Background: an optimization exercise with open tools, aiming at small area and a short achievable clock period. Do not read the settings as production practice.
Power figures rest on the tool's default switching activity, not on a simulated workload.

## run Y
==> flow/design.v <==
package async_fifo_pkg;
    localparam int DATA_W = 8;
    localparam int ADDR_W = 8;
endpackage
module async_fifo_sync2 #(
    parameter int DEPTH = 3
) (
    input  logic i_clk,
    input  logic i_rst_n,
    input  logic i_d,
    output logic o_q
);
    logic [DEPTH-1:0] r_hist;
    always_ff @(posedge i_clk or negedge i_rst_n) begin
        if (!i_rst_n) r_hist <= '0;
        else          r_hist <= {r_hist[DEPTH-2:0], i_d};
    end
    assign o_q = r_hist[DEPTH-1];
endmodule
module async_fifo (
    input  logic       clk,
    input  logic       rst_n,
    input  logic       winc,
    input  logic [7:0] wdata,
    output logic       wfull,
    output logic       half_full,
    input  logic       rinc,
    output logic [7:0] rdata,
    output logic       rempty,
    output logic       half_empty
);
    logic [7:0] r_mem [4][64];
    logic [7:0] r_wptr;
    logic [1:0] r_lo;       
    logic [5:0] r_row [4];  
    logic [7:0] r_win [4];  
    logic [8:0] r_lw;
    logic [8:0] r_lr;
    logic       r_wfull;
    logic       r_half_full;
    logic       r_rempty;
    logic       r_half_empty;
    logic [7:0] r_rdata;
    logic       w_push;
    logic       w_pop;
    logic       w_pop3;     
    logic       w_push3;    
    logic [8:0] w_lw_base;
    logic [8:0] w_lr_base;
    logic [8:0] w_lw_next;
    logic [8:0] w_lr_next;
    logic [1:0] w_head;     
    async_fifo_sync2 #(.DEPTH(3)) u_pop_hist (
        .i_clk (clk), .i_rst_n (rst_n), .i_d (w_pop), .o_q (w_pop3)
    );
    async_fifo_sync2 #(.DEPTH(3)) u_push_hist (
        .i_clk (clk), .i_rst_n (rst_n), .i_d (w_push), .o_q (w_push3)
    );
    always_comb begin
        w_push    = winc & ~r_wfull;
        w_lw_base = r_lw - 9'(w_pop3);
        w_lw_next = w_push ? w_lw_base + 9'd1 : w_lw_base;
    end
    always_ff @(posedge clk or negedge rst_n) begin
        if (!rst_n) begin
            r_wptr      <= '0;
            r_lw        <= '0;
            r_wfull     <= 1'b0;
            r_half_full <= 1'b0;
        end else begin
            if (w_push) r_wptr <= r_wptr + 8'd1;
            r_lw        <= w_lw_next;
            r_wfull     <= w_lw_next[8];
            r_half_full <= w_lw_next[8] | w_lw_next[7];
        end
    end
    always_ff @(posedge clk) begin
        for (int b = 0; b < 4; b++) begin
            if (!r_wfull && r_wptr[1:0] == 2'(b)) r_mem[b][r_wptr[7:2]] <= wdata;
        end
    end
    always_comb begin
        w_pop     = rinc & ~r_rempty;
        w_lr_base = r_lr + 9'(w_push3);
        w_lr_next = w_pop ? w_lr_base - 9'd1 : w_lr_base;
        w_head    = r_lo + 2'(w_pop);
    end
    always_ff @(posedge clk or negedge rst_n) begin
        if (!rst_n) begin
            r_lo         <= '0;
            for (int b = 0; b < 4; b++) r_row[b] <= '0;
            r_lr         <= '0;
            r_rempty     <= 1'b1;
            r_half_empty <= 1'b1;
        end else begin
            if (w_pop) begin
                r_lo <= r_lo + 2'd1;
                for (int b = 0; b < 4; b++) begin
                    if (r_lo == 2'(b)) r_row[b] <= r_row[b] + 6'd1;
                end
            end
            r_lr         <= w_lr_next;
            r_rempty     <= (w_lr_next == 9'd0);
            r_half_empty <= ~(w_lr_next[8] | w_lr_next[7]);
        end
    end
    logic [7:0] w_win [4];
    always_comb begin
        for (int b = 0; b < 4; b++) begin
            w_win[b] = '0;
            for (int k = 0; k < 64; k++) begin
                w_win[b] = w_win[b] | (r_mem[b][k] & {8{r_row[b] == 6'(k)}});
            end
        end
    end
    always_ff @(posedge clk) begin
        for (int b = 0; b < 4; b++) r_win[b] <= w_win[b];
        r_rdata <= r_win[w_head];
    end
    assign rdata      = r_rdata;
    assign wfull      = r_wfull;
    assign half_full  = r_half_full;
    assign rempty     = r_rempty;
    assign half_empty = r_half_empty;
endmodule
module async_fifo_1clk (
    input  logic       clk,
    input  logic       rst_n,
    input  logic       winc,
    input  logic [7:0] wdata,
    output logic       wfull,
    output logic       half_full,
    input  logic       rinc,
    output logic [7:0] rdata,
    output logic       rempty,
    output logic       half_empty
);
    async_fifo u_fifo (
        .clk        (clk),
        .rst_n      (rst_n),
        .winc       (winc),
        .wdata      (wdata),
        .wfull      (wfull),
        .half_full  (half_full),
        .rinc       (rinc),
        .rdata      (rdata),
        .rempty     (rempty),
        .half_empty (half_empty)
    );
endmodule
export LEC_CHECK = 0
export CAP_MARGIN = 20
export CORE_MARGIN = 2
export CORE_UTILIZATION = 45
export SETUP_SLACK_MARGIN = 3.4
export SLEW_MARGIN = 20
create_clock -name core_clock -period 6.0 [get_ports {clk}]
run.sh (not shown) runs the stock make flow with config.mk's settings and CLKGATE_MAP_FILE= SYNTH_SCRIPT=/design/flow/synth_recipe.tcl, a recipe that flattens the netlist after the stock synthesis.
Edits applied to the flow inputs when going from run Y to run D:
-- flow/design.v --
<<< run Y, line 77
    always_ff @(posedge clk) begin
        for (int b = 0; b < 4; b++) begin
            if (!r_wfull && r_wptr[1:0] == 2'(b)) r_mem[b][r_wptr[7:2]] <= wdata;
        end
    end
>>> run D, line 77
    always_ff @(posedge clk) begin
        for (int b = 0; b < 4; b++) begin
            if (w_push && r_wptr[1:0] == 2'(b)) r_mem[b][r_wptr[7:2]] <= wdata;
        end
    end
==> comparison <==
- Run D ran to completion and came out clean on the timing, design-rule and antenna checks.
- Total power of run D is higher than that of run Y.
- Global-route wire length before repair was lower in run Y than in run D.
- Compared with run Y, run D shows a worst endpoint data arrival time that is 0.20 ns higher.
- Run D — required time of the critical path 0.02 ns higher, run Y as reference
- Total of cells resized after clock tree synthesis shrinks by more than 10% when moving from run Y to run D.
- Run Y → run D: share of the core filled with cells in the final layout decreased 0.87 points; maximum frequency dropped 0.019 GHz; synthesized instance count closely matched the old numbers.
- Run D gives more share of total power consumed by net switching than run Y did.
No functional check of the RTL was part of any run of this note.

-- what the ideal ports hide --
In the flow no input, the clock included, has a driving cell. The finished layouts below were timed again as built, in two steps.
Step 1, drivers: a clkbuf_16 drives clk and a buf_2 each remaining input, both assumed.
Step 2, shift: input delay + t, output delay - t, t = (earliest + latest rising clock arrival at the registers) / 2. This alone moves slack from input paths to output paths.
Slacks: no drivers / after step 1 / after step 2; pairs: no drivers / after step 1.
run	t (ns)	setup slack, ns	clock arrival spread, ns	worst data-port slew with drivers (ns)	cell pins on the clock port's net
run Y	0.967	3.022 / 3.022 / 2.542	0.063 / 0.063	0.06	1
run D	0.952	2.845 / 2.845 / 2.503	0.042 / 0.042	0.05	1
After both steps setup and hold are still met in every run listed. For run Y, which loses most, drivers alone change the setup slack by 0.000 ns; drivers and shift together by -0.480 ns.
